Context: an optimization exercise on an open-source flow, tuned for small area, a short achievable clock period and few clock cycles. The choices shown serve that exercise and are no tape-out recipe.
Function was checked by simulation only, so behaviour that the tests miss may differ from the original.
Power figures rest on the tool's default switching activity, not on a simulated workload.

## flow/design.v (module list and top-level ports; edited modules follow where they fit)
// module accq_add40: 150 lines
// module accq_add32: 120 lines
// module accq_nq_tree: 308 lines
// module accq_top: 356 lines
// module accq_eng: 76 lines
module accq_top (
  input  logic        clk_i,
  input  logic        rst_ni,
  input  logic        cmd_valid_i,
  input  logic [9:0]  cmd_i,
  output logic        cmd_ready_o,
  input  logic        psum_valid_i,
  input  logic [31:0] psum_i,
  output logic        psum_ready_o,
  input  logic        norm_valid_i,
  input  logic [12:0] norm_i,
  output logic        norm_ready_o,
  output logic        out_valid_o,
  output logic [63:0] out_o,
  input  logic        out_ready_i,
  output logic        busy_o
);
  // ...
==> flow/flow/run.sh <==
#!/bin/bash
# Own flow: the standard layout (standard.sh, standard synthesis unchanged) with
#  - port buffers of buf_2 instead of the default delay buffer,
#  - a clock tree without dummy loads, built from clkbuf_8,
#  - a tighter setup repair target.
# make's own output goes to standard_flow.log; ORFS keeps each step's log under orfs/logs.
set -euo pipefail
bash standard.sh \
  "BUFFER_PORTS_ARGS=-buffer_cell sky130_fd_sc_hd__buf_2" \
  "CTS_ARGS=-sink_clustering_enable -repair_clock_nets -dont_use_dummy_load -buf_list sky130_fd_sc_hd__clkbuf_8 -sink_clustering_size 16 -sink_clustering_max_diameter 60" \
  "SETUP_SLACK_MARGIN=6.85" \
  finish > standard_flow.log 2>&1
==> flow/standard.sh <==
#!/bin/bash
# synth_recipe.tcl (not shown) runs the flow's synth.tcl, then flattens the netlist and writes it again
# the make line also repeats each setting of config.mk as NAME=value (left out here)
make -C /OpenROAD-flow-scripts/flow DESIGN_CONFIG=/design/flow/config.mk WORK_HOME=/design/flow/orfs CLKGATE_MAP_FILE= SYNTH_SCRIPT=/design/flow/synth_recipe.tcl "${@:-finish}"
==> flow/config.mk <==
export PLATFORM = sky130hd
export DESIGN_NAME = accq_top
export DESIGN_NICKNAME = accq_top
export VERILOG_FILES = /design/flow/design.v
export SDC_FILE = /design/flow/constraint.sdc
export NUM_CORES = 4
export LEC_CHECK = 0
export ABC_AREA = 1
export CAP_MARGIN = 20
export CORE_MARGIN = 2
export CORE_UTILIZATION = 60
export SLEW_MARGIN = 20
==> flow/constraint.sdc <==
create_clock -name core_clock -period 10.0 [get_ports {clk_i}]
set_input_delay 2.0000 -clock core_clock [delete_from_list [all_inputs] [get_ports {clk_i}]]
set_output_delay 2.0000 -clock core_clock [all_outputs]
set_load 0.01 [all_outputs]
==> results.sh, run 1 <==
export IMPL_cp_depth=1
export IMPL_arrival_ns=1.21
export IMPL_status="no timing/DRC/antenna violations"
export IMPL_p_int_uw=4509
export IMPL_place_congestion=0.9202
export IMPL_crit_path_start="out_sh[10]"
export IMPL_synth_top_area_cell="dfxtp_1"
export IMPL_path_class="reg2out"
export IMPL_synthSimpleGateAreaFrac_pct=13.53
export IMPL_route_antenna_remaining_nets=0
export IMPL_fin_crit_ns=3.208
export IMPL_grt_remaining_overflow=0
export IMPL_syn_area_per_cell_um2=9.219
export IMPL_synth_nets=2874
export IMPL_synth_edf_count=74
export IMPL_postLayoutCoreUtil_pct=68.74
export IMPL_die_y_um=202.8
export IMPL_endpoint_kind="output pin"
export IMPL_cp_max_fo=2
export IMPL_rows=72
export IMPL_track_usage_pct=29.57
export IMPL_rsz0062_at_grt="true"
export IMPL_syn_cell_area_mm2=0.02371
export IMPL_area_growth_pct=12.56
export IMPL_cellPowerDensity_mw_per_mm2=300.1
export IMPL_ys_ff_latch=491
export IMPL_met1_usage_pct=40.75
export IMPL_finalNonFillerCells=3290
export IMPL_die_area_mm2=0.04113
export IMPL_yosys_top_cells_count="467 x nand2_1, 384 x inv_1, 365 x dfxtp_1, 177 x nor2_1, 164 x xor2_1"
export IMPL_max_slew_margin_rel_pct=33.02
export IMPL_use_met3_pct=7.063
export IMPL_fmax_mhz=311.7
export IMPL_nMultiInputCombCells=1575
export IMPL_bufAreaShareNonClock_pct=5.748
export IMPL_yosys_area_share_adder_pct=16.61
export IMPL_critPathBufInv=1
Testbench counts, summed over its fixed seeds: cycles 13,168.
==> module accq_top, before the edit <==
module accq_top (
  input  logic        clk_i,
  input  logic        rst_ni,
  input  logic        cmd_valid_i,
  input  logic [9:0]  cmd_i,
  output logic        cmd_ready_o,
  input  logic        psum_valid_i,
  input  logic [31:0] psum_i,
  output logic        psum_ready_o,
  input  logic        norm_valid_i,
  input  logic [12:0] norm_i,
  output logic        norm_ready_o,
  output logic        out_valid_o,
  output logic [63:0] out_o,
  input  logic        out_ready_i,
  output logic        busy_o
);
  localparam logic [1:0] OP_CLEAR = 2'd0;
  localparam logic [1:0] OP_ACCUM = 2'd1;
  localparam logic [1:0] OP_NQ    = 2'd2;
  localparam logic [1:0] OP_SO    = 2'd3;
  logic [31:0] ring [8];
  logic [2:0]  hp;
  logic [2:0]  pr_q;    
  logic [2:0]  nr_q;    
  logic        q0_v;
  logic [1:0]  q0_op;
  logic [7:0]  q0_len;
  logic        cmd_ready_q;
  logic [7:0]  rem;             
  logic [2:0]  ptr;             
  logic        add_after_nq;    
  logic        nq_since_add;    
  logic        nq_act;
  logic [2:0]  nq_idx;
  logic        so_after, clear_after;
  logic        tail_eng;        
  logic [7:0]  cleared;
  logic        fresh;           
  logic        so_busy, so_cap;
  logic        out_valid_q;
  logic [63:0] out_sh;
  logic        busy_q;
  logic        psum_ready_q, norm_ready_q;
  logic        add_fire_q;
  logic [31:0] psum_q;
  logic        head_clr_q;
  logic        sa_v, sb_v, sc_v;
  logic        sb_last_so, sc_last_so;
  logic [3:0]  b_one_q, b_two_q, b_neg_q;   
  logic        b_s7_q;
  logic [4:0]  ka_q, kb_q;
  logic [2:0]  kc_q;
  logic [7:0]  sa_hi_q;
  logic [39:0] ca_q;
  logic [31:0] head, sum;
  logic [39:0] tree_s, tree_c;
  logic [39:0] pb;
  logic [7:0]  q;
  logic [7:0]  hbyte;
  logic        cap;
  assign head = head_clr_q ? 32'd0 : ring[0];
  accq_add32 u_add32 (.a(head), .b(psum_q), .y(sum));
  accq_nq_tree u_tree (.a(ring[7]), .one(b_one_q), .two(b_two_q), .neg(b_neg_q), .s7(b_s7_q),
                       .sum_o(tree_s), .carry_o(tree_c));
  accq_add40 u_add40 (.a({sa_hi_q, ring[6]}), .b(ca_q), .y(pb));
  logic [1:0]  cs;
  logic [15:0] qb;
  logic [39:0] neb;
  logic        hi_ok;
  always_comb begin
    cs = kb_q[4:3];
    case (cs)
      2'd0:    qb = pb[15:0];
      2'd1:    qb = pb[23:8];
      2'd2:    qb = pb[31:16];
      default: qb = pb[39:24];
    endcase
    neb   = pb ^ {40{pb[39]}};
    hi_ok = (cs == 2'd3) ||
            ((neb[38:32] == 7'd0) && ((cs == 2'd2) ||
             ((neb[31:24] == 8'd0) && ((cs == 2'd1) || (neb[23:16] == 8'd0)))));
  end
  logic [15:0] qc;
  logic        sgn_c, hi_ok_c;
  logic [11:0] x3;
  logic [9:0]  x4;
  logic [7:0]  win;
  logic [8:0]  ne, ge;
  logic        ovf;
  always_comb begin
    qc      = ring[5][15:0];
    sgn_c   = ring[5][16];
    hi_ok_c = ring[5][17];
    x3  = kc_q[2] ? qc[15:4] : qc[11:0];
    x4  = kc_q[1] ? x3[11:2] : x3[9:0];
    win = kc_q[0] ? x4[8:1]  : x4[7:0];
    ne  = qc[15:7] ^ {9{sgn_c}};
    for (int j = 0; j < 9; j++) ge[j] = (4'(j) >= {1'b0, kc_q});
    ovf = !hi_ok_c || |(ne & ge);
    q   = ovf ? (sgn_c ? 8'h80 : 8'h7f) : win;
  end
  assign hbyte = head_clr_q ? 8'd0 : ring[0][7:0];
  always_ff @(posedge clk_i) begin
    for (int m = 0; m < 4; m++) ring[m] <= ring[m+1];
    ring[4] <= sc_v ? {{24{q[7]}}, q} : ring[5];
    ring[5] <= {ring[6][31:18], sb_v ? {hi_ok, pb[39], qb} : ring[6][17:0]};
    ring[6] <= sa_v ? tree_s[31:0] : ring[7];
    ring[7] <= sum;   
    sa_hi_q <= tree_s[39:32];
    ca_q    <= tree_c;
    kb_q    <= ka_q;
    kc_q    <= kb_q[2:0];
    psum_q  <= psum_hs ? psum_i : 32'd0;
    ka_q    <= norm_i[4:0];
    if (sc_v || cap) out_sh <= {(sc_v ? q : hbyte), out_sh[63:8]};
  end
  logic        psum_hs, norm_hs, cmd_hs;
  logic [7:0]  rem_n;
  logic [2:0]  ptr_n, nq_idx_n, hp_n;
  logic        nq_act_n, add_after_nq_n, nq_since_add_n, so_after_n, clear_after_n, tail_eng_n;
  logic [7:0]  cleared_n;
  logic        fresh_n, so_busy_n, so_cap_n, out_valid_n;
  logic        q0_v_n;
  logic [1:0]  q0_op_n;
  logic [7:0]  q0_len_n;
  logic        disp, fold;
  logic        pipe_busy;
  assign psum_hs   = psum_valid_i & psum_ready_q;
  assign norm_hs   = norm_valid_i & norm_ready_q;
  assign cmd_hs    = cmd_valid_i & cmd_ready_q;
  assign cap       = so_busy & (so_cap | (hp == 3'd0));
  assign hp_n      = hp + 3'd1;
  assign pipe_busy = sa_v | sb_v | sc_v;
  logic [7:0] e_rem    [4];
  logic [2:0] e_ptr    [4];
  logic [2:0] e_nq_idx [4];
  logic       e_nq_act [4];
  logic       e_aan    [4];
  logic       e_disp   [4];
  logic       e_prdy   [4];
  logic       e_rz     [4];
  logic       e_r1     [4];
  logic       e_rlt8   [4];
  logic       e_rlt9   [4];
  logic [2:0] e_pr     [4];
  logic [2:0] e_nr     [4];
  logic [7:0] rem_dec;
  logic       rz_q, r1_q, rlt8_q, rlt9_q;
  assign rem_dec = rem - 8'd1;
  logic       e_nrdy   [4];
  for (genvar g = 0; g < 4; g++) begin : g_eng
    accq_eng u_eng (
      .ph_i(g[1]), .nh_i(g[0]),
      .rem_i(rem), .rem_dec_i(rem_dec), .rz_i(rz_q), .r1_i(r1_q), .rlt8_i(rlt8_q), .rlt9_i(rlt9_q),
      .ptr_i(ptr), .nq_idx_i(nq_idx), .nq_act_i(nq_act),
      .add_after_nq_i(add_after_nq), .nq_since_add_i(nq_since_add),
      .q0_v_i(q0_v), .q0_op_i(q0_op), .q0_len_i(q0_len), .so_busy_i(so_busy),
      .pipe_busy_i(pipe_busy), .out_valid_i(out_valid_q), .hp_i(hp), .pr_i(pr_q), .nr_i(nr_q),
      .rem_o(e_rem[g]), .rz_o(e_rz[g]), .r1_o(e_r1[g]), .rlt8_o(e_rlt8[g]), .rlt9_o(e_rlt9[g]),
      .ptr_o(e_ptr[g]), .pr_o(e_pr[g]), .nq_idx_o(e_nq_idx[g]), .nr_o(e_nr[g]), .nq_act_o(e_nq_act[g]),
      .aan_o(e_aan[g]), .disp_acc_o(e_disp[g]), .psum_rdy_o(e_prdy[g]), .norm_rdy_o(e_nrdy[g])
    );
  end
  logic [1:0] hsel;
  logic       psum_ready_n, norm_ready_n;
  assign hsel         = {psum_hs, norm_hs};
  assign psum_ready_n = e_prdy[hsel];
  assign norm_ready_n = e_nrdy[hsel];
  always_comb begin
    rem_n          = e_rem[hsel];
    ptr_n          = e_ptr[hsel];
    nq_idx_n       = e_nq_idx[hsel];
    nq_act_n       = e_nq_act[hsel];
    add_after_nq_n = e_aan[hsel];
    nq_since_add_n = nq_since_add;
    so_after_n     = so_after;
    clear_after_n  = clear_after;
    tail_eng_n     = tail_eng;
    cleared_n      = cleared;
    fresh_n        = fresh;
    so_busy_n      = so_busy;
    so_cap_n       = so_cap;
    out_valid_n    = out_valid_q & ~out_ready_i;
    q0_v_n         = q0_v;
    q0_op_n        = q0_op;
    q0_len_n       = q0_len;
    if (add_fire_q) cleared_n[hp] = 1'b0;
    if (sa_v && clear_after) cleared_n[hp - 3'd1] = 1'b1;
    if (sc_v && sc_last_so) out_valid_n = 1'b1;
    if (cap) begin
      so_cap_n = (hp != 3'd7);
      if (hp == 3'd7) begin
        so_busy_n   = 1'b0;
        out_valid_n = 1'b1;
        fresh_n     = 1'b1;
      end
    end
    disp = 1'b0;
    if (q0_v && !so_busy) begin
      case (q0_op)
        OP_ACCUM: disp = e_disp[hsel];
        OP_NQ:    disp = !nq_act && !pipe_busy && !out_valid_q;
        OP_SO:    disp = rz_q && !nq_act && !pipe_busy && !out_valid_q;
        default:  disp = rz_q && !nq_act;
      endcase
    end
    if (disp) begin
      q0_v_n = 1'b0;
      case (q0_op)
        OP_ACCUM: begin
          nq_since_add_n = 1'b0;
          if (q0_len != 8'd0) fresh_n = 1'b0;
          tail_eng_n = 1'b0;
        end
        OP_NQ: begin
          so_after_n     = 1'b0;
          clear_after_n  = 1'b0;
          nq_since_add_n = 1'b1;
          fresh_n        = 1'b1;
          tail_eng_n     = 1'b1;
        end
        OP_SO: begin
          if (fresh) out_valid_n = 1'b1;
          else begin
            so_busy_n = 1'b1;
            so_cap_n  = 1'b0;
          end
          tail_eng_n = 1'b0;
        end
        default: begin
          cleared_n  = 8'hff;
          fresh_n    = 1'b0;
          tail_eng_n = 1'b0;
        end
      endcase
    end
    fold = 1'b0;
    if (cmd_hs) begin
      if (tail_eng && nq_act && !(norm_ready_q && nq_idx == 3'd7)) begin
        if (cmd_i[9:8] == OP_SO && !so_after && !clear_after) fold = 1'b1;
        if (cmd_i[9:8] == OP_CLEAR) fold = 1'b1;
      end
      if (fold) begin
        if (cmd_i[9:8] == OP_SO) so_after_n = 1'b1;
        else begin
          clear_after_n = 1'b1;
          fresh_n       = 1'b0;
          for (int j = 0; j < 8; j++) if (3'(j) < nq_idx) cleared_n[j] = 1'b1;
        end
      end else begin
        q0_v_n     = 1'b1;
        q0_op_n    = cmd_i[9:8];
        q0_len_n   = cmd_i[7:0];
        tail_eng_n = 1'b0;
      end
    end
  end
  logic [7:0] s_eff;
  logic [9:0] by;
  logic [3:0] bd_one, bd_two, bd_neg;
  logic       bd_s7;
  always_comb begin
    s_eff = (head_clr_q & ~add_fire_q) ? 8'd0 : norm_i[12:5];
    by    = {1'b0, s_eff, 1'b0};
    for (int i = 0; i < 4; i++) begin
      bd_one[i] = by[2*i+1] ^ by[2*i];
      bd_two[i] = (by[2*i+2] & ~by[2*i+1] & ~by[2*i]) | (~by[2*i+2] & by[2*i+1] & by[2*i]);
      bd_neg[i] = by[2*i+2];
    end
    bd_s7 = s_eff[7];
  end
  logic busy_n;
  assign busy_n = q0_v_n || !e_rz[hsel] || nq_act_n || norm_hs || pipe_busy ||
                  so_busy_n || out_valid_n;
  always_ff @(posedge clk_i or negedge rst_ni) begin
    if (!rst_ni) begin
      hp           <= '0;
      pr_q         <= '0;
      nr_q         <= '0;
      rz_q         <= 1'b1;
      r1_q         <= 1'b0;
      rlt8_q       <= 1'b1;
      rlt9_q       <= 1'b1;
      q0_v         <= 1'b0;
      cmd_ready_q  <= 1'b0;
      rem          <= '0;
      ptr          <= '0;
      add_after_nq <= 1'b0;
      nq_since_add <= 1'b0;
      nq_act       <= 1'b0;
      nq_idx       <= '0;
      tail_eng     <= 1'b0;
      cleared      <= 8'hff;
      fresh        <= 1'b0;
      so_busy      <= 1'b0;
      out_valid_q  <= 1'b0;
      busy_q       <= 1'b0;
      psum_ready_q <= 1'b0;
      norm_ready_q <= 1'b0;
      add_fire_q   <= 1'b0;
      head_clr_q   <= 1'b1;
      sa_v         <= 1'b0;
      sb_v         <= 1'b0;
      sc_v         <= 1'b0;
    end else begin
      hp           <= hp_n;
      pr_q         <= e_pr[hsel];
      nr_q         <= e_nr[hsel];
      rz_q         <= e_rz[hsel];
      r1_q         <= e_r1[hsel];
      rlt8_q       <= e_rlt8[hsel];
      rlt9_q       <= e_rlt9[hsel];
      q0_v         <= q0_v_n;
      cmd_ready_q  <= ~q0_v_n;
      rem          <= rem_n;
      ptr          <= ptr_n;
      add_after_nq <= add_after_nq_n;
      nq_since_add <= nq_since_add_n;
      nq_act       <= nq_act_n;
      nq_idx       <= nq_idx_n;
      tail_eng     <= tail_eng_n;
      cleared      <= cleared_n;
      fresh        <= fresh_n;
      so_busy      <= so_busy_n;
      out_valid_q  <= out_valid_n;
      busy_q       <= busy_n;
      psum_ready_q <= psum_ready_n;
      norm_ready_q <= norm_ready_n;
      add_fire_q   <= psum_hs;
      head_clr_q   <= cleared_n[hp_n];
      sa_v         <= norm_hs;
      sb_v         <= sa_v;
      sc_v         <= sb_v;
    end
  end
  always_ff @(posedge clk_i) begin
    q0_op        <= q0_op_n;
    q0_len       <= q0_len_n;
    so_after     <= so_after_n;
    clear_after  <= clear_after_n;
    so_cap       <= so_cap_n;
    b_one_q      <= bd_one;
    b_two_q      <= bd_two;
    b_neg_q      <= bd_neg;
    b_s7_q       <= bd_s7;
    sb_last_so   <= sa_v && (hp == 3'd0) && so_after;
    sc_last_so   <= sb_last_so;
  end
  assign cmd_ready_o  = cmd_ready_q;
  assign psum_ready_o = psum_ready_q;
  assign norm_ready_o = norm_ready_q;
  assign out_valid_o  = out_valid_q;
  assign out_o        = out_sh;
  assign busy_o       = busy_q;
endmodule
==> module accq_eng, before the edit <==
module accq_eng (
  input  logic       ph_i,
  input  logic       nh_i,
  input  logic [7:0] rem_i,
  input  logic [7:0] rem_dec_i,      
  input  logic       rz_i,           
  input  logic       r1_i,           
  input  logic       rlt8_i,         
  input  logic       rlt9_i,         
  input  logic [2:0] ptr_i,
  input  logic [2:0] nq_idx_i,
  input  logic       nq_act_i,
  input  logic       add_after_nq_i,
  input  logic       nq_since_add_i,
  input  logic       q0_v_i,
  input  logic [1:0] q0_op_i,
  input  logic [7:0] q0_len_i,
  input  logic       so_busy_i,
  input  logic       pipe_busy_i,
  input  logic       out_valid_i,
  input  logic [2:0] hp_i,
  input  logic [2:0] pr_i,       
  input  logic [2:0] nr_i,       
  output logic [7:0] rem_o,
  output logic       rz_o,
  output logic       r1_o,
  output logic       rlt8_o,
  output logic       rlt9_o,
  output logic [2:0] ptr_o,
  output logic [2:0] pr_o,       
  output logic [2:0] nq_idx_o,
  output logic [2:0] nr_o,       
  output logic       nq_act_o,
  output logic       aan_o,
  output logic       disp_acc_o,
  output logic       psum_rdy_o,
  output logic       norm_rdy_o
);
  logic       zero, lt8;
  logic [2:0] lo, dd;
  always_comb begin
    rem_o      = ph_i ? rem_dec_i : rem_i;
    zero       = ph_i ? r1_i : rz_i;
    lt8        = ph_i ? rlt9_i : rlt8_i;
    lo         = rem_o[2:0];
    ptr_o      = ptr_i + {2'd0, ph_i};
    pr_o       = pr_i + {2'd0, ph_i} - 3'd1;
    nq_idx_o   = nq_idx_i + {2'd0, nh_i};
    nr_o       = nr_i + {2'd0, nh_i} - 3'd1;
    nq_act_o   = nq_act_i & ~(nh_i & (nq_idx_i == 3'd7));
    aan_o      = add_after_nq_i & nq_act_o;
    disp_acc_o = q0_v_i && !so_busy_i && (q0_op_i == 2'd1) && zero;
    if (disp_acc_o) begin
      rem_o = q0_len_i;
      zero  = (q0_len_i == 8'd0);
      lt8   = (q0_len_i[7:3] == 5'd0);
      lo    = q0_len_i[2:0];
      aan_o = nq_act_o;
      if (nq_since_add_i) begin
        ptr_o = 3'd0;
        pr_o  = ~hp_i;
      end
    end
    if (q0_v_i && !so_busy_i && (q0_op_i == 2'd2) && !nq_act_i && !pipe_busy_i && !out_valid_i)
      nq_act_o = 1'b1;
    rz_o   = (rem_o == 8'd0);
    r1_o   = (rem_o == 8'd1);
    rlt8_o = (rem_o[7:3] == 5'd0);
    rlt9_o = (rem_o[7:3] == 5'd0) || (rem_o == 8'd8);
    dd     = 3'd0 - pr_o;
    psum_rdy_o = !zero && (pr_o == 3'd1) &&
                 (!aan_o || !nq_act_o || (ptr_o < nq_idx_o));
    norm_rdy_o = nq_act_o && (nr_o == 3'd0) &&
                 (aan_o || zero || (lt8 && (dd >= lo)));
  end
endmodule
==> run 2: changes to the inputs <==
--- a/flow/design.v
+++ b/flow/design.v
@@ -662,5 +662,8 @@
   logic        so_after, clear_after;
   logic        tail_eng;        
-  logic [7:0]  cleared;
+  logic [3:0]  lap_cnt;         
+  logic        all_zero;        
+  logic        zero_pend;       
+  logic        wb_started;      
   logic        fresh;           
   logic        so_busy, so_cap;
@@ -669,7 +672,5 @@
   logic        busy_q;
   logic        psum_ready_q, norm_ready_q;
-  logic        add_fire_q;
   logic [31:0] psum_q;
-  logic        head_clr_q;
   logic        sa_v, sb_v, sc_v;
   logic        sb_last_so, sc_last_so;
@@ -686,5 +687,5 @@
   logic [7:0]  hbyte;
   logic        cap;
-  assign head = head_clr_q ? 32'd0 : ring[0];
+  assign head = ring[0];
   accq_add32 u_add32 (.a(head), .b(psum_q), .y(sum));
   accq_nq_tree u_tree (.a(ring[7]), .one(b_one_q), .two(b_two_q), .neg(b_neg_q), .s7(b_s7_q),
@@ -727,8 +728,10 @@
     q   = ovf ? (sgn_c ? 8'h80 : 8'h7f) : win;
   end
-  assign hbyte = head_clr_q ? 8'd0 : ring[0][7:0];
+  assign hbyte = ring[0][7:0];
   always_ff @(posedge clk_i) begin
     for (int m = 0; m < 4; m++) ring[m] <= ring[m+1];
-    ring[4] <= sc_v ? {{24{q[7]}}, q} : ring[5];
+    if (lap_busy || (sc_v && clear_after)) ring[4] <= 32'd0;
+    else if (sc_v)                      ring[4] <= {{24{q[7]}}, q};
+    else                                ring[4] <= ring[5];
     ring[5] <= {ring[6][31:18], sb_v ? {hi_ok, pb[39], qb} : ring[6][17:0]};
     ring[6] <= sa_v ? tree_s[31:0] : ring[7];
@@ -746,5 +749,6 @@
   logic [2:0]  ptr_n, nq_idx_n, hp_n;
   logic        nq_act_n, add_after_nq_n, nq_since_add_n, so_after_n, clear_after_n, tail_eng_n;
-  logic [7:0]  cleared_n;
+  logic [3:0]  lap_cnt_n;
+  logic        all_zero_n, zero_pend_n, wb_started_n, lap_busy, lap_early;
   logic        fresh_n, so_busy_n, so_cap_n, out_valid_n;
   logic        q0_v_n;
@@ -759,4 +763,6 @@
   assign hp_n      = hp + 3'd1;
   assign pipe_busy = sa_v | sb_v | sc_v;
+  assign lap_busy  = (lap_cnt != 4'd0);
+  assign lap_early = (lap_cnt > 4'd5);
   logic [7:0] e_rem    [4];
   logic [2:0] e_ptr    [4];
@@ -783,4 +789,5 @@
       .add_after_nq_i(add_after_nq), .nq_since_add_i(nq_since_add),
       .q0_v_i(q0_v), .q0_op_i(q0_op), .q0_len_i(q0_len), .so_busy_i(so_busy),
+      .acc_hold_i(lap_early), .nq_hold_i(lap_busy),
       .pipe_busy_i(pipe_busy), .out_valid_i(out_valid_q), .hp_i(hp), .pr_i(pr_q), .nr_i(nr_q),
       .rem_o(e_rem[g]), .rz_o(e_rz[g]), .r1_o(e_r1[g]), .rlt8_o(e_rlt8[g]), .rlt9_o(e_rlt9[g]),
@@ -804,5 +811,8 @@
     clear_after_n  = clear_after;
     tail_eng_n     = tail_eng;
-    cleared_n      = cleared;
+    lap_cnt_n      = lap_busy ? lap_cnt - 4'd1 : 4'd0;
+    all_zero_n     = all_zero | ((lap_cnt == 4'd1) & zero_pend);
+    zero_pend_n    = zero_pend;
+    wb_started_n   = wb_started | sc_v;
     fresh_n        = fresh;
     so_busy_n      = so_busy;
@@ -812,6 +822,4 @@
     q0_op_n        = q0_op;
     q0_len_n       = q0_len;
-    if (add_fire_q) cleared_n[hp] = 1'b0;
-    if (sa_v && clear_after) cleared_n[hp - 3'd1] = 1'b1;
     if (sc_v && sc_last_so) out_valid_n = 1'b1;
     if (cap) begin
@@ -827,7 +835,7 @@
       case (q0_op)
         OP_ACCUM: disp = e_disp[hsel];
-        OP_NQ:    disp = !nq_act && !pipe_busy && !out_valid_q;
-        OP_SO:    disp = rz_q && !nq_act && !pipe_busy && !out_valid_q;
-        default:  disp = rz_q && !nq_act;
+        OP_NQ:    disp = !lap_busy && !nq_act && !pipe_busy && !out_valid_q;
+        OP_SO:    disp = !lap_busy && rz_q && !nq_act && !pipe_busy && !out_valid_q;
+        default:  disp = rz_q && !nq_act && !pipe_busy && (!lap_busy || zero_pend);
       endcase
     end
@@ -837,5 +845,9 @@
         OP_ACCUM: begin
           nq_since_add_n = 1'b0;
-          if (q0_len != 8'd0) fresh_n = 1'b0;
+          if (q0_len != 8'd0) begin
+            fresh_n     = 1'b0;
+            all_zero_n  = 1'b0;
+            zero_pend_n = 1'b0;
+          end
           tail_eng_n = 1'b0;
         end
@@ -846,4 +858,5 @@
           fresh_n        = 1'b1;
           tail_eng_n     = 1'b1;
+          wb_started_n   = 1'b0;
         end
         OP_SO: begin
@@ -856,6 +869,9 @@
         end
         default: begin
-          cleared_n  = 8'hff;
-          fresh_n    = 1'b0;
+          if (!all_zero && !lap_busy) begin
+            lap_cnt_n   = 4'd8;
+            zero_pend_n = 1'b1;
+            fresh_n   = 1'b0;
+          end
           tail_eng_n = 1'b0;
         end
@@ -864,8 +880,7 @@
     fold = 1'b0;
     if (cmd_hs) begin
-      if (tail_eng && nq_act && !(norm_ready_q && nq_idx == 3'd7)) begin
-        if (cmd_i[9:8] == OP_SO && !so_after && !clear_after) fold = 1'b1;
-        if (cmd_i[9:8] == OP_CLEAR) fold = 1'b1;
-      end
+      if (tail_eng && nq_act && !(norm_ready_q && nq_idx == 3'd7) &&
+          cmd_i[9:8] == OP_SO && !so_after && !clear_after) fold = 1'b1;
+      if (tail_eng && !wb_started && !sc_v && cmd_i[9:8] == OP_CLEAR) fold = 1'b1;
       if (fold) begin
         if (cmd_i[9:8] == OP_SO) so_after_n = 1'b1;
@@ -873,5 +888,4 @@
           clear_after_n = 1'b1;
           fresh_n       = 1'b0;
-          for (int j = 0; j < 8; j++) if (3'(j) < nq_idx) cleared_n[j] = 1'b1;
         end
       end else begin
@@ -888,5 +902,5 @@
   logic       bd_s7;
   always_comb begin
-    s_eff = (head_clr_q & ~add_fire_q) ? 8'd0 : norm_i[12:5];
+    s_eff = norm_i[12:5];
     by    = {1'b0, s_eff, 1'b0};
     for (int i = 0; i < 4; i++) begin
@@ -899,5 +913,5 @@
   logic busy_n;
   assign busy_n = q0_v_n || !e_rz[hsel] || nq_act_n || norm_hs || pipe_busy ||
-                  so_busy_n || out_valid_n;
+                  so_busy_n || out_valid_n || (lap_cnt_n != 4'd0);
   always_ff @(posedge clk_i or negedge rst_ni) begin
     if (!rst_ni) begin
@@ -918,5 +932,8 @@
       nq_idx       <= '0;
       tail_eng     <= 1'b0;
-      cleared      <= 8'hff;
+      lap_cnt      <= 4'd8;
+      all_zero     <= 1'b0;
+      zero_pend    <= 1'b1;
+      wb_started   <= 1'b0;
       fresh        <= 1'b0;
       so_busy      <= 1'b0;
@@ -925,6 +942,4 @@
       psum_ready_q <= 1'b0;
       norm_ready_q <= 1'b0;
-      add_fire_q   <= 1'b0;
-      head_clr_q   <= 1'b1;
       sa_v         <= 1'b0;
       sb_v         <= 1'b0;
@@ -947,5 +962,8 @@
       nq_idx       <= nq_idx_n;
       tail_eng     <= tail_eng_n;
-      cleared      <= cleared_n;
+      lap_cnt      <= lap_cnt_n;
+      all_zero     <= all_zero_n;
+      zero_pend    <= zero_pend_n;
+      wb_started   <= wb_started_n;
       fresh        <= fresh_n;
       so_busy      <= so_busy_n;
@@ -954,6 +972,4 @@
       psum_ready_q <= psum_ready_n;
       norm_ready_q <= norm_ready_n;
-      add_fire_q   <= psum_hs;
-      head_clr_q   <= cleared_n[hp_n];
       sa_v         <= norm_hs;
       sb_v         <= sa_v;
@@ -999,4 +1015,6 @@
   input  logic [7:0] q0_len_i,
   input  logic       so_busy_i,
+  input  logic       acc_hold_i,     
+  input  logic       nq_hold_i,      
   input  logic       pipe_busy_i,
   input  logic       out_valid_i,
@@ -1032,5 +1050,5 @@
     nq_act_o   = nq_act_i & ~(nh_i & (nq_idx_i == 3'd7));
     aan_o      = add_after_nq_i & nq_act_o;
-    disp_acc_o = q0_v_i && !so_busy_i && (q0_op_i == 2'd1) && zero;
+    disp_acc_o = q0_v_i && !so_busy_i && !acc_hold_i && (q0_op_i == 2'd1) && zero;
     if (disp_acc_o) begin
       rem_o = q0_len_i;
@@ -1044,5 +1062,5 @@
       end
     end
-    if (q0_v_i && !so_busy_i && (q0_op_i == 2'd2) && !nq_act_i && !pipe_busy_i && !out_valid_i)
+    if (q0_v_i && !so_busy_i && !nq_hold_i && (q0_op_i == 2'd2) && !nq_act_i && !pipe_busy_i && !out_valid_i)
       nq_act_o = 1'b1;
     rz_o   = (rem_o == 8'd0);
==> run 2 against run 1 <==
Largest cell class unchanged. Register-to-register slack gained 0.02 ns. Hold slack lost 0.0099 ns. Power shrank 24%. Sequential share of layout area grew 1.3 points. Critical endpoint is now out_o[48]. Clock power is essentially flat. Critical path depth is the same. Wire length shrank 8.6%. Flip-flop and latch count shrank 3. Combinational power shrank 39%. Clock skew grew 0.016 ns. Core utilization shrank 0.87 points. Synthesized area shrank 2.5%.
==> results.sh, run 2 <==
export IMPL_status="no timing/DRC/antenna violations"
export IMPL_first_pass_iters=8
export IMPL_track_usage_pct=28.07
export IMPL_cellPowerDensity_mw_per_mm2=238.1
export IMPL_synth_most_common_cell="nand2_1"
export IMPL_pwr_share_clk_pct=15.8
export IMPL_layout_drive_gt1_share_pct=13.60
export IMPL_required_ns=8.00
export IMPL_drc_errors=0
export IMPL_p_sw_uw=2363
export IMPL_finalNonFillerCells=3100
export IMPL_finClkSkew_ns=0.08070
export IMPL_vias=17000
export IMPL_max_slew_margin_rel_pct=34.66
export IMPL_yosys_warnings=18
export IMPL_io_pins=130
export IMPL_antenna_found_initial=0
export IMPL_place_congestion=0.9114
export IMPL_cp_start_kind="flop"
export IMPL_area_growth_pct=10.87
export IMPL_top_regs="ring (256), out_sh (64), ca_q (39)"
export IMPL_die_w_um=200.3
export IMPL_hold_viol_final=0
export IMPL_arrival_ns=1.25
export IMPL_drt_iter0_markers=1306
export IMPL_post_dp_hpwl_um=39230
export IMPL_finalSetupTns_ns=0
export IMPL_cts_clk_slew_worst_paths_ns=0.10
export IMPL_synth_nets=2725
export IMPL_largest_register="ring"
export IMPL_grt_pass1_vias=17230
export IMPL_yosysSeqAreaShare_pct=46.57
export IMPL_cp_max_fo=2
export IMPL_hp_class="reg2reg"
export IMPL_synth_edf_count=74
export IMPL_largest_reg_flops=256
export IMPL_path_class="reg2out"
export IMPL_crit_chain="buf_2"
export IMPL_syn_cell_area_mm2=0.02311
export IMPL_endpoint_kind="output pin"
export IMPL_slew_violations=0
export IMPL_cts_tree="done"
export IMPL_core_area_mm2=0.03776
export IMPL_nNetsFinal=2887
export IMPL_fillers=3067
export IMPL_routedWlPerCell_um=17.83
export IMPL_p_int_uw=3736
export IMPL_p_total_uw=6099
export IMPL_final_common_cell="nand2_1"
export IMPL_grt_remaining_overflow=0
export IMPL_critPathBufInv=1
export IMPL_p_leak_uw=0.01195
export IMPL_fmax_mhz=307.4
export IMPL_n_antenna_cell=0
export IMPL_clock_sinks=488
export IMPL_syn_area_per_cell_um2=9.514
export IMPL_synth_top_area_cell="dfxtp_1"
export IMPL_netlist_instances=2429
export IMPL_numCtsBuffers=42
export IMPL_rsz0062_at_grt="true"
export IMPL_die_y_um=200.3
export IMPL_grt_max_degree=68
export IMPL_cp_slowest_cell="edfxtp_1"
export IMPL_clk_latency_ns=0.65
export IMPL_ir_drop_v=0.0001590
export IMPL_synth_area_leaders="dfxtp_1 32%, fa_1 11%, edfxtp_1 9.6%, nand2_1 6.4%, xor2_1 6.1%"
export IMPL_synth_cell_type_count=56
export IMPL_crit_family="flip-flops"
export IMPL_holdWs_ns=0.3048
export IMPL_initial_core_util_pct=61.21
export IMPL_grt_pass1_wl_um=89800
export IMPL_dp_cells=3003
export IMPL_die_area_mm2=0.04010
export IMPL_critPathMaxStageDelay_ns=0.44
export IMPL_combPwrFrac_pct=41.2
export IMPL_maxCapViolCount=0
export IMPL_htree_num_levels=2
export IMPL_yosys_top_cells_count="397 x nand2_1, 365 x dfxtp_1, 343 x inv_1, 161 x xor2_1, 153 x nor2_1"
export IMPL_post_route_period_util_pct=32.53
export IMPL_p_seq_share_pct=43.0
export IMPL_clockRootBuffer="clkbuf_8"
export IMPL_yosys_area_top_type_share_pct=31.62
export IMPL_rows=71
export IMPL_ys_ff_latch=488
export IMPL_synthFlopType="dfxtp_1"
export IMPL_wirelength_um=55280
export IMPL_route_antenna_remaining_nets=0
export IMPL_final_cell_mix="389 x nand2_1, 355 x dfxtp_1, 335 x inv_1, 156 x xor2_1, 153 x nor2_1"
export IMPL_setup_viol_count_final=0
export IMPL_switching_share_pct=38.75
export IMPL_cts_path_max_buffers=3
export IMPL_viasPerCell=5.482
export IMPL_portBuffers=129
export IMPL_worst_pin_slew_ns=0.9790
export IMPL_async_flop_share_pct=10.04
export IMPL_fin_crit_ns=3.253
-- run 2: changes by cell type after synthesis, moves of 7 or more --
cell / delta
o21ai_0: -16
nand3_1: -12
nand2_1: -70
o211ai_1: -7
dfstp_2: -7
nor2_1: -24
a21oi_1: +25
inv_1: -41
-- run 2: per-layer routing --
layer | routed length, µm | vias up | track usage (%)
met3 | 4337 | 126 | 5.500
met5 | 0 | - | 0
met2 | 25690 | 710 | 45.97
met1 | 23520 | 8067 | 37.68
met4 | 1725 | 0 | 9.259
li1 | - | 8092 | -
-- run 2: timing repair --
item,4_1_cts,5_1_grt
pin swaps,7,15
endpoints found under the setup margin,145,114
buffers inserted,27,22
hold buffers,0,0
gates cloned,3,3
hold endpoints to repair,0,0
resized for setup,33,57
-- run 2: final cells by class --
type / instances / area, µm² / share of cell area, %
Timing Repair inverter: 6 / 37.54 / 0.1465
Multi-Input combinational cell: 1485 / 10840 / 42.31
Clock buffer: 42 / 578.1 / 2.256
Timing Repair Buffer: 189 / 1245 / 4.859
Tap cell: 511 / 639.4 / 2.495
Sequential cell: 488 / 10780 / 42.07
Inverter: 379 / 1501 / 5.860
-- run 2: worst paths after layout --
check,end,from,cells after the start,slack [ns]
worst max-delay path,out_o[48],out_sh[48],1,6.75
worst min-delay path,ring[1][16],ring[2][16],0,0.30
worst max register to register,ring[5][17],ca_q[3],17,6.93
worst min register to register,ring[1][16],ring[2][16],0,0.30
max in group asynchronous,pr_q[0],rst_ni,2,8.00
min in group asynchronous,wb_started,rst_ni,2,1.45
-- run 2: power by group through the flow --
stage | sequential [µW] | clock [µW] | combinational [µW]
global placement | 2650 | 0 | 2290
detailed placement | 2650 | 0 | 2350
floorplan | 2610 | 0 | 1620
finish | 2620 | 963 | 2510
CTS | 2610 | 1000 | 2440
global route | 2670 | 1070 | 2830
-- run 2: cells by family after synthesis --
family | after synthesis | share of synthesized area (%)
adders and majority gates | 235 | 16.72
AOI/OAI and AO/OA | 385 | 9.876
muxes | 5 | 0.2382
DFF | 488 | 46.57
xor gates and xnor gates | 181 | 6.860
and+or+nand+nor | 679 | 12.20
buffers and inverters | 456 | 7.537
-- run 2: metrics by stage --
step                worst slack (ns)  cell area [µm²]  util, %
floorplan                      6.902            23110        -
global placement               5.965            24150    63.96
detailed placement             5.928            24230    64.18
CTS                            6.701            25200    66.74
global route                   6.670            25620    67.86
finish                         6.747            25620    67.86
Testbench counts of run 2, summed over its fixed seeds: cycles 13,168.
==> run 3: changes to the inputs <==
--- a/flow/flow/run.sh
+++ b/flow/flow/run.sh
@@ -9,4 +9,4 @@
   "BUFFER_PORTS_ARGS=-buffer_cell sky130_fd_sc_hd__buf_2" \
   "CTS_ARGS=-sink_clustering_enable -repair_clock_nets -dont_use_dummy_load -buf_list sky130_fd_sc_hd__clkbuf_8 -sink_clustering_size 16 -sink_clustering_max_diameter 60" \
-  "SETUP_SLACK_MARGIN=6.85" \
+  "SETUP_SLACK_MARGIN=7.0" \
   finish > standard_flow.log 2>&1
==> run 3 against run 2 <==
Design area is 3.8% higher. Fmax is 1.5% higher. Register-to-register slack improved by 0.07 ns. Global-route usage grew 0.41 points. First-iteration DRC count grew 0.46%. Wire length grew 5.9%. Clock power is 2% higher. Synthesized cell count did not move. Combinational power grew 8.8%. Count of clock-buffer cells in the layout is the same. Via count is 2.7% higher. Clock skew decreased by 0.025 ns. Critical endpoint is now out_o[57]. Largest power group is now combinational logic.
==> results.sh, run 3 <==
export IMPL_die_area_mm2=0.04010
export IMPL_switching_share_pct=39.03
export IMPL_critPathMaxStageDelay_ns=0.42
export IMPL_top_regs="ring (256), out_sh (64), ca_q (39)"
export IMPL_grt_remaining_overflow=0
export IMPL_final_common_cell="nand2_1"
export IMPL_netlist_instances=2429
export IMPL_hold_start="ring[1][31]"
export IMPL_wirelength_um=58560
export IMPL_vias=17460
export IMPL_path_class="reg2out"
export IMPL_p_total_uw=6362
export IMPL_p_sw_uw=2483
export IMPL_cellPowerDensity_mw_per_mm2=239.2
export IMPL_crit_path_start="out_sh[57]"
export IMPL_syn_cell_area_mm2=0.02311
export IMPL_grt_pass1_vias=17590
export IMPL_fin_crit_ns=3.206
export IMPL_combPwrFrac_pct=42.9
export IMPL_slew_violations=0
export IMPL_synth_cell_type_count=56
export IMPL_synth_nets=2725
export IMPL_finClkSkew_ns=0.05614
export IMPL_clockRootBuffer="clkbuf_8"
export IMPL_pwr_share_clk_pct=15.4
export IMPL_finalNonFillerCells=3171
export IMPL_synth_most_common_cell="nand2_1"
export IMPL_yosysSeqAreaShare_pct=46.57
export IMPL_die_y_um=200.3
export IMPL_multiInputGateArea_mm2=0.01119
export IMPL_area_sequential_mm2=0.01082
export IMPL_worst_pin_slew_ns=0.9828
export IMPL_postLayoutCoreUtil_pct=70.43
export IMPL_first_pass_iters=5
export IMPL_hold_buffers=0
export IMPL_place_congestion=0.9085
export IMPL_cp_start_kind="flop"
export IMPL_track_usage_pct=28.48
export IMPL_hp_class="reg2reg"
export IMPL_pre_cts_ws_ns=5.960
export IMPL_p_leak_uw=0.01228
export IMPL_cts_tree="done"
export IMPL_clock_sinks=488
export IMPL_required_ns=8.00
export IMPL_syn_area_per_cell_um2=9.514
export IMPL_cts_path_max_buffers=3
export IMPL_ir_drop_v=0.0001992
export IMPL_viasPerCell=5.506
export IMPL_yosys_area_top_type_share_pct=31.62
export IMPL_rr_worst_depth=19
export IMPL_critPathBufInv=1
export IMPL_die_w_um=200.3
export IMPL_synthFlopType="dfxtp_1"
export IMPL_fmax_mhz=312.0
export IMPL_grt_max_degree=68
export IMPL_nNetsFinal=2957
export IMPL_rows=71
export IMPL_cp_max_fo=2
export IMPL_yosys_warnings=18
export IMPL_numCtsBuffers=42
export IMPL_drt_iter0_markers=1312
export IMPL_layout_setup_ws_ns=6.794
export IMPL_ys_ff_latch=488
export IMPL_routedWlPerCell_um=18.47
export IMPL_setup_viol_count_final=0
export IMPL_arrival_ns=1.21
export IMPL_r2r_end="ring[5][17]"
export IMPL_final_cell_mix="384 x nand2_1, 332 x dfxtp_1, 330 x inv_1, 153 x nor2_1, 152 x xor2_1"
export IMPL_hold_viol_final=0
export IMPL_maxCapViolCount=0
export IMPL_crit_family="flip-flops"
export IMPL_async_flop_share_pct=10.04
export IMPL_synth_top_area_cell="dfxtp_1"
export IMPL_finalSetupTns_ns=0
export IMPL_antenna_found_initial=1
export IMPL_p_int_uw=3878
export IMPL_core_area_mm2=0.03776
export IMPL_io_pins=130
export IMPL_yosys_top_cells_count="397 x nand2_1, 365 x dfxtp_1, 343 x inv_1, 161 x xor2_1, 153 x nor2_1"
export IMPL_largest_reg_flops=256
export IMPL_synth_edf_count=74
export IMPL_r2r_slack_ns=7.00
export IMPL_crit_chain="buf_2"
export IMPL_worstHoldEndpoint="ring[0][31]"
export IMPL_initial_core_util_pct=61.21
export IMPL_fillers=2922
export IMPL_area_growth_pct=15.06
export IMPL_layout_drive_gt1_share_pct=18.88
export IMPL_endpoint_kind="output pin"
export IMPL_hold_depth=0
export IMPL_cts_clk_slew_worst_paths_ns=0.09
export IMPL_r2r_start="ca_q[3]"
export IMPL_p_seq_share_pct=41.7
export IMPL_cp_slowest_cell="edfxtp_1"
export IMPL_status="no timing/DRC/antenna violations"
export IMPL_drc_errors=0
export IMPL_post_dp_hpwl_um=39540
export IMPL_largest_register="ring"
export IMPL_synth_area_leaders="dfxtp_1 32%, fa_1 11%, edfxtp_1 9.6%, nand2_1 6.4%, xor2_1 6.1%"
export IMPL_post_route_period_util_pct=32.06
export IMPL_max_slew_margin_rel_pct=34.41
export IMPL_clk_latency_ns=0.63
export IMPL_grt_pass1_wl_um=90940
export IMPL_route_antenna_remaining_nets=0
export IMPL_rsz0062_at_grt="true"
export IMPL_portBuffers=129
export IMPL_dp_cells=3001
export IMPL_htree_num_levels=2
-- run 3: cell counts after synthesis --
No cell type changed its count.
-- run 3: stage by stage --
step,area [µm²],hold slack (ns)
after floorplan,23140,0.3096
after global placement,24170,0.3095
after detailed placement,24200,0.3121
after CTS,25460,0.3187
after global routing,26590,0.3225
final,26590,0.3170
-- run 3: how the worst max path moves through the flow --
stage	end	slack (ns)	cells after the start
floorplan	r1_q	7.00	7
global placement	busy_q	6.02	13
detailed placement	zero_pend	5.96	11
CTS	out_o[57]	6.73	1
global route	out_o[50]	6.72	1
finish	out_o[57]	6.79	1
-- run 3: cell families after synthesis --
family / count (synthesis) / synth area share (%)
xor gates and xnor gates: 181 / 6.860
and+or+nand+nor: 679 / 12.20
buffers and inverters: 456 / 7.537
AOI/OAI and AO/OA: 385 / 9.876
muxes: 5 / 0.2382
DFF: 488 / 46.57
adders and majority gates: 235 / 16.72
-- run 3: timing repair --
item,CTS,global route
pin swaps,14,21
setup endpoints to repair,160,123
buffers inserted,43,67
cloned,4,13
gates resized for setup,66,123
-- run 3: per-layer routing --
metal / share of wire [%] / global-route usage [%]
met2: 47 / 47.40
met5: 0 / 0
met4: 4.2 / 10.82
met1: 41 / 36.79
met3: 7.4 / 5.890
-- run 3: power groups by stage --
stage	combinational, µW	clock (µW)	sequential, µW
floorplan	1630	0	2610
global placement	2280	0	2640
detailed placement	2340	0	2660
CTS	2510	1010	2620
global route	3050	1080	2690
finish	2730	980	2650
-- run 3: area by class of cell --
cell class              count  share of cell area, %
diodes                      1               0.009411
repair buffers            250                  6.489
clock buffers              42                  2.174
repair inverters           15                 0.3200
flip-flops and latches    488                  40.68
well taps                 511                  2.404
inverters                 379                  5.835
multi-input cells        1485                  42.09
==> run 4: changes to the inputs <==
--- a/flow/flow/run.sh
+++ b/flow/flow/run.sh
@@ -9,4 +9,4 @@
   "BUFFER_PORTS_ARGS=-buffer_cell sky130_fd_sc_hd__buf_2" \
   "CTS_ARGS=-sink_clustering_enable -repair_clock_nets -dont_use_dummy_load -buf_list sky130_fd_sc_hd__clkbuf_8 -sink_clustering_size 16 -sink_clustering_max_diameter 60" \
-  "SETUP_SLACK_MARGIN=7.0" \
+  "SETUP_SLACK_MARGIN=6.5" \
   finish > standard_flow.log 2>&1
==> run 4 against run 3 <==
Global-route usage is 1.2 points lower. Power shrank 5.6%. Clock skew is 0.0039 ns higher. Fmax is 5.9% lower. Count of clock-buffer cells in the layout grew 2. Sequential power barely moved. Flip-flop and latch count stayed put. Synthesized cell count is the same. Critical path type is now reg2reg.
==> results.sh, run 4 <==
export IMPL_cts_tree="done"
export IMPL_vias=16640
export IMPL_syn_area_per_cell_um2=9.514
export IMPL_die_w_um=200.3
export IMPL_combPwrFrac_pct=39.7
export IMPL_synth_area_leaders="dfxtp_1 32%, fa_1 11%, edfxtp_1 9.6%, nand2_1 6.4%, xor2_1 6.1%"
export IMPL_io_pins=130
export IMPL_syn_cell_area_mm2=0.02311
export IMPL_status="no timing/DRC/antenna violations"
export IMPL_grt_max_degree=68
export IMPL_layout_drive_gt1_share_pct=10.05
export IMPL_cp_start_kind="flop"
export IMPL_finalSetupTns_ns=0
export IMPL_grt_pass1_vias=16550
export IMPL_slew_violations=0
export IMPL_synth_edf_count=74
export IMPL_synthFlopType="dfxtp_1"
export IMPL_netlist_instances=2429
export IMPL_synth_cell_type_count=56
export IMPL_die_area_mm2=0.04010
export IMPL_hold_buffers=0
export IMPL_grt_remaining_overflow=0
export IMPL_first_pass_iters=6
export IMPL_pre_cts_ws_ns=5.920
export IMPL_setup_viol_count_final=0
export IMPL_synth_most_common_cell="nand2_1"
export IMPL_rsz0062_at_grt="true"
export IMPL_clock_sinks=488
export IMPL_drt_iter0_markers=1104
export IMPL_clk_latency_ns=0.64
export IMPL_routedWlPerCell_um=17.96
export IMPL_clockRootBuffer="clkbuf_8"
export IMPL_multiInputGateArea_mm2=0.01064
export IMPL_hp_class="reg2reg"
export IMPL_hold_viol_final=0
export IMPL_post_route_period_util_pct=34.05
export IMPL_async_flop_share_pct=10.04
export IMPL_grt_pass1_wl_um=87350
export IMPL_numCtsBuffers=44
export IMPL_p_seq_share_pct=43.6
export IMPL_postLayoutCoreUtil_pct=66.20
export IMPL_drc_errors=0
export IMPL_yosysSeqAreaShare_pct=46.57
export IMPL_core_area_mm2=0.03776
export IMPL_place_congestion=0.9033
export IMPL_finClkSkew_ns=0.06000
export IMPL_rows=71
export IMPL_wirelength_um=54950
export IMPL_initial_core_util_pct=61.21
export IMPL_worst_pin_slew_ns=0.9075
export IMPL_top_regs="ring (256), out_sh (64), ca_q (39)"
export IMPL_synth_top_area_cell="dfxtp_1"
export IMPL_portBuffers=129
export IMPL_switching_share_pct=38.82
export IMPL_cellPowerDensity_mw_per_mm2=240.2
export IMPL_largest_reg_flops=256
export IMPL_antenna_found_initial=2
export IMPL_yosys_area_top_type_share_pct=31.62
export IMPL_viasPerCell=5.437
export IMPL_layout_setup_ws_ns=6.595
export IMPL_largest_register="ring"
export IMPL_ys_ff_latch=488
export IMPL_path_class="reg2reg"
export IMPL_cp_max_fo=16
export IMPL_route_antenna_remaining_nets=0
export IMPL_fin_crit_ns=3.405
export IMPL_endpoint_kind="flop"
export IMPL_required_ns=10.45
export IMPL_yosys_warnings=18
export IMPL_yosys_top_cells_count="397 x nand2_1, 365 x dfxtp_1, 343 x inv_1, 161 x xor2_1, 153 x nor2_1"
export IMPL_die_y_um=200.3
export IMPL_htree_num_levels=2
export IMPL_fmax_mhz=293.6
export IMPL_final_cell_mix="395 x nand2_1, 363 x dfxtp_1, 336 x inv_1, 160 x xor2_1, 153 x nor2_1"
export IMPL_pwr_share_clk_pct=16.7
export IMPL_max_slew_margin_rel_pct=39.44
export IMPL_p_leak_uw=0.01172
export IMPL_final_common_cell="nand2_1"
export IMPL_p_sw_uw=2331
export IMPL_nNetsFinal=2846
export IMPL_synth_nets=2725
export IMPL_cts_clk_slew_worst_paths_ns=0.09
export IMPL_area_sequential_mm2=0.01077
export IMPL_post_dp_hpwl_um=39260
export IMPL_arrival_ns=3.85
export IMPL_track_usage_pct=27.26
export IMPL_area_growth_pct=8.159
export IMPL_cts_path_max_buffers=3
export IMPL_fillers=3142
export IMPL_maxCapViolCount=0
export IMPL_p_int_uw=3673
export IMPL_ir_drop_v=0.0001410
## run 4: cell type report
cell class / count / share of cell area [%]
Multi-Input combinational cell: 1485 / 42.56
Antenna cell: 1 / 0.01001
Inverter: 379 / 5.777
Sequential cell: 488 / 43.07
Timing Repair Buffer: 147 / 3.449
Timing Repair inverter: 5 / 0.1502
Clock buffer: 44 / 2.423
Tap cell: 511 / 2.558
## run 4: layer usage
layer,routed length [µm],up-vias,track usage [%]
met2,25860,571,45.11
met1,23630,7940,36.58
met3,3677,113,4.832
met4,1774,0,8.810
met5,0,-,0
li1,-,8013,-
## run 4: kinds of logic after synthesis
group,after synthesis,synth area share [%]
buffers and inverters,456,7.537
and+or+nand+nor,679,12.20
xor gates and xnor gates,181,6.860
DFF,488,46.57
adders and majority gates,235,16.72
AOI/OAI and AO/OA,385,9.876
muxes,5,0.2382
## run 4: power groups by stage
stage	clock [µW]	sequential, µW	combinational [µW]
floorplan	0	2610	1620
global placement	0	2640	2280
detailed placement	0	2660	2330
CTS	1030	2620	2350
global route	1110	2660	2680
finish	1000	2620	2390
## run 4: path summary, 6_finish.rpt
check	endpoint	slack [ns]	depth (start not counted)	from
min in group asynchronous	all_zero	1.46	2	rst_ni
min reg2reg	kb_q[4]	0.31	0	ka_q[4]
min	kb_q[4]	0.31	0	ka_q[4]
max in group asynchronous	sa_v	8.06	2	rst_ni
max	ring[6][25]	6.59	9	b_two_q[0]
max reg2reg	ring[6][25]	6.59	9	b_two_q[0]
## run 4: worst max-delay path, cell delays in order (launching register included)
cell        delay (ns)
dfxtp_1           0.51
clkinvlp_4        0.46
o22ai_1           0.34
xor2_1            0.14
fa_1              0.57
inv_1             0.05
fa_1              0.53
fa_1              0.43
nand2_1           0.08
o21ai_0           0.10
## run 4: per-stage QoR
stage	area [µm²]	hold slack, ns	power (µW)	std cells
after detailed placement	24170	0.3121	4988	3001
after global placement	24140	0.3095	4928	3000
final	25000	0.3091	6004	3060
after CTS	24800	0.3123	5996	3045
after global routing	24990	0.3053	6450	3059
after floorplan	23110	0.3096	4229	2429
## run 4: repair_timing
| item | CTS | global route |
|---|---|---|
| resized for setup | 6 | 12 |
| buffers inserted | 0 | 8 |
| pin swaps | 0 | 2 |
| endpoints found under the setup margin | 15 | 33 |
| cloned | 0 | 5 |
==> run 5: changes to the inputs <==
--- a/flow/flow/run.sh
+++ b/flow/flow/run.sh
@@ -9,4 +9,4 @@
   "BUFFER_PORTS_ARGS=-buffer_cell sky130_fd_sc_hd__buf_2" \
   "CTS_ARGS=-sink_clustering_enable -repair_clock_nets -dont_use_dummy_load -buf_list sky130_fd_sc_hd__clkbuf_8 -sink_clustering_size 16 -sink_clustering_max_diameter 60" \
-  "SETUP_SLACK_MARGIN=6.5" \
+  "SETUP_SLACK_MARGIN=6.7" \
   finish > standard_flow.log 2>&1
--- a/flow/config.mk
+++ b/flow/config.mk
@@ -11,2 +11,3 @@
 export CORE_UTILIZATION = 60
 export SLEW_MARGIN = 20
+export TNS_END_PERCENT = 20
==> run 5 against run 4 <==
Non-clock buffer count is 12 higher. Wire length fell by 1.0%. Sequential power about the same. Synthesized cell count is the same. Count of clock-buffer cells in the layout unchanged. Largest power group unchanged. Highest routed layer unchanged. Cell count is 0.29% higher. Critical endpoint is now sa_hi_q[1]. Critical path type unchanged.
==> results.sh, run 5 <==
export IMPL_fillers=3085
export IMPL_rows=71
export IMPL_cp_start_kind="flop"
export IMPL_grt_remaining_overflow=0
export IMPL_yosys_top_cells_count="397 x nand2_1, 365 x dfxtp_1, 343 x inv_1, 161 x xor2_1, 153 x nor2_1"
export IMPL_worst_pin_slew_ns=0.9569
export IMPL_path_class="reg2reg"
export IMPL_drc_errors=0
export IMPL_area_growth_pct=8.652
export IMPL_async_flop_share_pct=10.04
export IMPL_fin_crit_ns=3.279
export IMPL_finalNonFillerCells=3069
export IMPL_use_met3_pct=4.540
export IMPL_syn_cell_area_mm2=0.02311
export IMPL_route_antenna_remaining_nets=0
export IMPL_required_ns=10.47
export IMPL_synth_most_common_cell="nand2_1"
export IMPL_met1_usage_pct=36.09
export IMPL_cpMostUsedCell="fa_1"
export IMPL_cts_path_max_buffers=3
export IMPL_yosysSeqAreaShare_pct=46.57
export IMPL_hold_buffers=0
export IMPL_met2_usage_pct=44.75
export IMPL_hp_class="reg2reg"
export IMPL_syn_area_per_cell_um2=9.514
export IMPL_place_congestion=0.8791
export IMPL_die_area_mm2=0.04010
export IMPL_post_route_period_util_pct=32.79
export IMPL_max_slew_margin_rel_pct=36.14
export IMPL_largest_register="ring"
export IMPL_clk_latency_ns=0.64
export IMPL_crit_family="adder cells"
export IMPL_setup_viol_count_final=0
export IMPL_vias=16830
export IMPL_grt_pass1_wl_um=87300
export IMPL_cellPowerDensity_mw_per_mm2=240.4
export IMPL_wirelength_um=54380
export IMPL_die_y_um=200.3
export IMPL_yosys_warnings=18
export IMPL_drt_iter0_markers=1214
export IMPL_arrival_ns=3.75
export IMPL_critPathBufInv=3
export IMPL_ir_drop_v=0.0002107
export IMPL_portBuffers=129
export IMPL_yosys_area_top_type_share_pct=31.62
export IMPL_ys_ff_latch=488
export IMPL_cp_slowest_cell="buf_4"
export IMPL_clockRootBuffer="clkbuf_8"
export IMPL_rsz0062_at_grt="true"
export IMPL_die_w_um=200.3
export IMPL_p_leak_uw=0.01176
export IMPL_post_dp_hpwl_um=39130
export IMPL_first_pass_iters=6
export IMPL_crit_chain="buf_4 > inv_1 > xor2_1 > fa_1 > fa_1 > inv_1 > fa_1"
export IMPL_synth_top_area_cell="dfxtp_1"
export IMPL_dp_cells=3002
export IMPL_top_regs="ring (256), out_sh (64), ca_q (39)"
export IMPL_p_total_uw=6035
export IMPL_final_cell_mix="395 x nand2_1, 362 x dfxtp_1, 335 x inv_1, 160 x xor2_1, 153 x nor2_1"
export IMPL_endpoint_kind="flop"
export IMPL_synthFlopType="dfxtp_1"
export IMPL_grt_busiest_layer="met2"
export IMPL_final_area_mm2=0.02511
export IMPL_dpl_instance_area_mm2=0.02418
export IMPL_synth_edf_count=74
export IMPL_fmax_mhz=305.0
export IMPL_layout_drive_gt1_share_pct=10.91
export IMPL_finalSetupTns_ns=0
export IMPL_grt_pass1_vias=16740
export IMPL_postLayoutCoreUtil_pct=66.51
export IMPL_maxCapViolCount=0
export IMPL_critPathMaxStageDelay_ns=0.64
export IMPL_viasPerCell=5.483
export IMPL_numCtsBuffers=44
export IMPL_routedWlPerCell_um=17.72
export IMPL_cts_clk_slew_worst_paths_ns=0.09
export IMPL_htree_num_levels=2
export IMPL_cts_tree="done"
export IMPL_netlist_instances=2429
export IMPL_core_area_mm2=0.03776
export IMPL_finClkSkew_ns=0.08112
export IMPL_status="no timing/DRC/antenna violations"
export IMPL_largest_reg_flops=256
export IMPL_cp_max_fo=61
export IMPL_initial_core_util_pct=61.21
export IMPL_synth_area_leaders="dfxtp_1 32%, fa_1 11%, edfxtp_1 9.6%, nand2_1 6.4%, xor2_1 6.1%"
export IMPL_track_usage_pct=27.18
export IMPL_antenna_found_initial=0
export IMPL_hold_viol_final=0
export IMPL_clock_sinks=488
export IMPL_synth_cell_type_count=56
export IMPL_synth_nets=2725
export IMPL_final_common_cell="nand2_1"
export IMPL_nNetsFinal=2855
export IMPL_grt_max_degree=68
export IMPL_io_pins=130
export IMPL_slew_violations=0
-- run 5: worst paths after layout --
check                      slack [ns]  cells after the start    endpoint       start
setup / recovery                 6.72                      7  sa_hi_q[1]  b_neg_q[3]
hold / removal                   0.30                      0  ring[3][4]  ring[4][4]
setup reg to reg                 6.72                      7  sa_hi_q[1]  b_neg_q[3]
hold reg to reg                  0.30                      0  ring[3][4]  ring[4][4]
max in group asynchronous        7.99                      2      ptr[2]      rst_ni
min in group asynchronous        1.46                      2    all_zero      rst_ni
-- run 5: logic make-up after synthesis --
family,count (synthesis),share of synthesized area (%)
AOI/OAI and AO/OA,385,9.876
xor gates and xnor gates,181,6.860
adders and majority gates,235,16.72
buffers and inverters,456,7.537
DFF,488,46.57
muxes,5,0.2382
and+or+nand+nor,679,12.20
-- run 5: report_power, final --
group / switching, µW / internal (µW)
clock: 595 / 393
combinational: 1520 / 907
sequential: 223 / 2400
total: 2340 / 3700
-- run 5: metrics by stage --
| step | setup WS, ns | hold WS, ns |
|---|---|---|
| final | 6.721 | 0.2976 |
| after floorplan | 6.824 | 0.3096 |
| after global placement | 5.964 | 0.3096 |
| after CTS | 6.602 | 0.3004 |
| after detailed placement | 5.897 | 0.3121 |
| after global routing | 6.592 | 0.3073 |
-- run 5: timing repair --
action	4_1_cts	5_1_grt
cloned	0	2
setup endpoints to repair	37	55
pin swaps	0	8
gates resized for setup	6	28
setup buffers	0	20
-- run 5: per-layer routing --
layer	up-vias	part of all wire, %
li1	8011	-
met1	8027	43
met2	652	47
met3	137	6.7
met4	0	3.8
met5	-	0
-- run 5: final cells by class --
class / instances / area [µm²] / area share (%)
antenna: 1 / 2.502 / 0.009966
clock buffer: 44 / 605.6 / 2.412
inverter: 379 / 1445 / 5.755
multi-input combinational: 1485 / 10710 / 42.65
sequential: 488 / 10770 / 42.88
tap: 511 / 639.4 / 2.546
timing repair buffer: 159 / 927.1 / 3.692
timing repair inverter: 2 / 15.01 / 0.05980
-- run 5: worst reg2reg max path, cell delays in order, from the launching register on --
cell	delay [ns]
dfxtp_2	0.31
buf_4	0.64
inv_1	0.41
xor2_1	0.31
fa_1	0.48
fa_1	0.54
inv_1	0.05
fa_1	0.43
==> run 6: changes to the inputs <==
--- a/flow/config.mk
+++ b/flow/config.mk
@@ -6,8 +6,7 @@
 export NUM_CORES = 4
 export LEC_CHECK = 0
-export ABC_AREA = 1
+export ABC_AREA = 0
 export CAP_MARGIN = 20
 export CORE_MARGIN = 2
 export CORE_UTILIZATION = 60
 export SLEW_MARGIN = 20
-export TNS_END_PERCENT = 20
==> run 6 against run 5 <==
Hold slack better by 0.0018 ns. Core utilization up 0.74 points. Design area increased by 0.64%. Register-to-register slack worse by 0.79 ns. Worst setup slack got worse by 0.79 ns. Synthesized cell count down 16%. Synthesized area down 0.97%. Power grew 30%. Still clean. Highest routed layer is now met5. Critical path depth increased by 11. Wire length is 3.2% lower. Sequential power rose by 26%. Cell count is 14% lower.
==> results.sh, run 6 <==
export IMPL_initial_core_util_pct=60.90
export IMPL_post_dp_hpwl_um=36100
export IMPL_area_sequential_mm2=0.01079
export IMPL_syn_cell_area_mm2=0.02289
export IMPL_hold_viol_final=0
export IMPL_numCtsBuffers=43
export IMPL_netlist_instances=2037
export IMPL_met1_usage_pct=40.30
export IMPL_die_y_um=199.3
export IMPL_die_w_um=199.3
export IMPL_synth_top_area_cell="dfxtp_1"
export IMPL_synth_edf_count=74
export IMPL_nNetsFinal=2438
export IMPL_async_flop_share_pct=10.04
export IMPL_area_growth_pct=10.41
export IMPL_yosysSeqAreaShare_pct=47.02
export IMPL_p_sw_uw=3108
export IMPL_synth_most_common_cell="dfxtp_1"
export IMPL_ys_ff_latch=488
export IMPL_use_met3_pct=5.536
export IMPL_max_slew_margin_rel_pct=35.41
export IMPL_maxCapViolCount=0
export IMPL_switching_share_pct=39.56
export IMPL_cts_clk_slew_worst_paths_ns=0.10
export IMPL_portBuffers=129
export IMPL_routedWlPerCell_um=19.86
export IMPL_endpoint="ring[5][17]"
export IMPL_hp_class="reg2reg"
export IMPL_combPwrFrac_pct=45.6
export IMPL_place_congestion=0.9184
export IMPL_fin_crit_ns=4.066
export IMPL_cts_tree="done"
export IMPL_arrival_ns=4.59
export IMPL_status="no timing/DRC/antenna violations"
export IMPL_grt_pass1_wl_um=82990
export IMPL_final_area_mm2=0.02527
export IMPL_cellPowerDensity_mw_per_mm2=310.9
export IMPL_worst_pin_slew_ns=0.9665
export IMPL_ir_drop_v=0.0001761
export IMPL_setup_viol_count_final=0
export IMPL_fillers=2899
export IMPL_antenna_found_initial=3
export IMPL_cp_start_kind="flop"
export IMPL_wirelength_um=52640
export IMPL_synth_nets=2333
export IMPL_met2_usage_pct=40.38
export IMPL_drt_iter0_markers=1082
export IMPL_multiInputGateArea_mm2=0.01147
export IMPL_cts_path_max_buffers=3
export IMPL_yosys_top_cells_count="365 x dfxtp_1, 166 x inv_1, 124 x a22oi_1, 123 x fa_1, 112 x ha_1"
export IMPL_n_antenna_cell=0
export IMPL_r2r_slack_ns=5.93
export IMPL_r2r_end="ring[5][17]"
export IMPL_rows=71
export IMPL_r2r_start="ring[6][5]"
export IMPL_yosys_area_top_type_share_pct=31.93
export IMPL_core_area_mm2=0.03758
export IMPL_post_route_period_util_pct=40.66
export IMPL_synthFlopType="dfxtp_1"
export IMPL_endpoint_kind="flop"
export IMPL_final_common_cell="dfxtp_1"
export IMPL_vias=15190
export IMPL_pwr_share_clk_pct=12.6
export IMPL_clk_latency_ns=0.64
export IMPL_grt_max_degree=66
export IMPL_layout_drive_gt1_share_pct=17.80
export IMPL_cp_max_fo=4
export IMPL_dpl_instance_area_mm2=0.02396
export IMPL_path_class="reg2reg"
export IMPL_finalSetupTns_ns=0
export IMPL_route_antenna_remaining_nets=0
==> run 6: logic make-up (layout without fill, tap and decap cells) <==
group | count (synthesis) | count (layout) | share of synthesized area (%)
buffers and inverters | 291 | 394 | 4.838
DFF | 488 | 488 | 47.02
muxes | 83 | 83 | 4.647
and+or+nand+nor | 346 | 346 | 7.927
adders and majority gates | 235 | 235 | 16.88
xor gates and xnor gates | 184 | 184 | 7.042
AOI/OAI and AO/OA | 410 | 410 | 11.64
==> run 6: worst min path at each step <==
stage | start | end | cells after the start
finish | ring[3][4] | ring[2][4] | 0
global route | ring[3][4] | ring[2][4] | 0
CTS | ring[3][4] | ring[2][4] | 0
detailed placement | ring[1][14] | ring[0][14] | 0
global placement | ring[2][5] | ring[1][5] | 0
floorplan | ka_q[0] | kb_q[0] | 0
==> run 6: per-stage QoR <==
stage               hold slack [ns]  setup slack [ns]  cells  total power [µW]
detailed placement           0.3121             5.202   2573              6629
global placement             0.3098             5.286   2573              6542
global route                 0.3093             5.697   2651              8527
CTS                          0.3084             6.024   2639              7826
finish                       0.2993             5.934   2651              7857
floorplan                    0.3096             6.138   2037              5530
==> run 6: critical path: stages (launching register included) <==
cell and delay [ns]:
dfxtp_2 0.35, ha_4 0.27, o211ai_1 0.11, o21ai_2 0.20, a211oi_2 0.08, o31ai_4 0.35
a32oi_2 0.22, o31ai_4 0.32, a221oi_2 0.10, o21a_1 0.21, o21a_1 0.19, fa_2 0.35
xnor2_2 0.16, xnor2_2 0.22, nand3_1 0.10, or4_1 0.40, a21oi_1 0.13, o221ai_1 0.11
o21ai_1 0.11
==> run 6: layout make-up <==
type | count | share of cell area (%)
multi-input combinational | 1258 | 45.41
sequential | 488 | 42.69
timing repair buffer | 182 | 4.521
tap | 511 | 2.530
inverter | 169 | 2.510
clock buffer | 43 | 2.342
==> run 6: timing repair <==
action,CTS,global route
pin swaps,21,16
gates cloned,1,1
hold buffers,0,0
resized for setup,60,29
endpoints found under the setup margin,40,25
setup buffers,22,10
==> run 6: layer usage <==
metal | wire length [µm] | share of wire [%]
met1 | 24660 | 47
met2 | 22950 | 44
met3 | 3880 | 7.4
met4 | 1138 | 2.2
met5 | 13 | 0.025
==> run 6: power by group through the flow <==
stage | sequential (µW) | clock [µW] | combinational [µW]
after floorplan | 3020 | 0 | 2510
after global placement | 3270 | 0 | 3270
after detailed placement | 3300 | 0 | 3330
after CTS | 3270 | 1030 | 3530
after global routing | 3360 | 1090 | 4080
final | 3290 | 988 | 3580

port drivers added, routing unchanged:
The flow's constraints put no driver on any port. The routed layouts listed below were extracted and timed again, unchanged, in two steps. Step 1: set_driving_cell puts a clkbuf_16 on clk_i and a buf_2 on each other input, an assumption about the parent block. Step 2, shift: input delay + t, output delay - t, t = (earliest + latest rising clock arrival at the registers) / 2. This alone moves slack from input paths to output paths. a / b / c = no drivers / after step 1 / after step 2; a / b = the first two.
run	t, ns	slack for setup (ns)
run 1	0.655	6.792 / 6.740 / 6.408
run 2	0.657	6.747 / 6.696 / 6.400
run 3	0.653	6.794 / 6.741 / 6.509
run 4	0.659	6.595 / 6.595 / 6.152
run 5	0.655	6.721 / 6.709 / 6.105
run 6	0.659	5.934 / 5.934 / 5.934
After both steps every run listed still meets setup and hold.
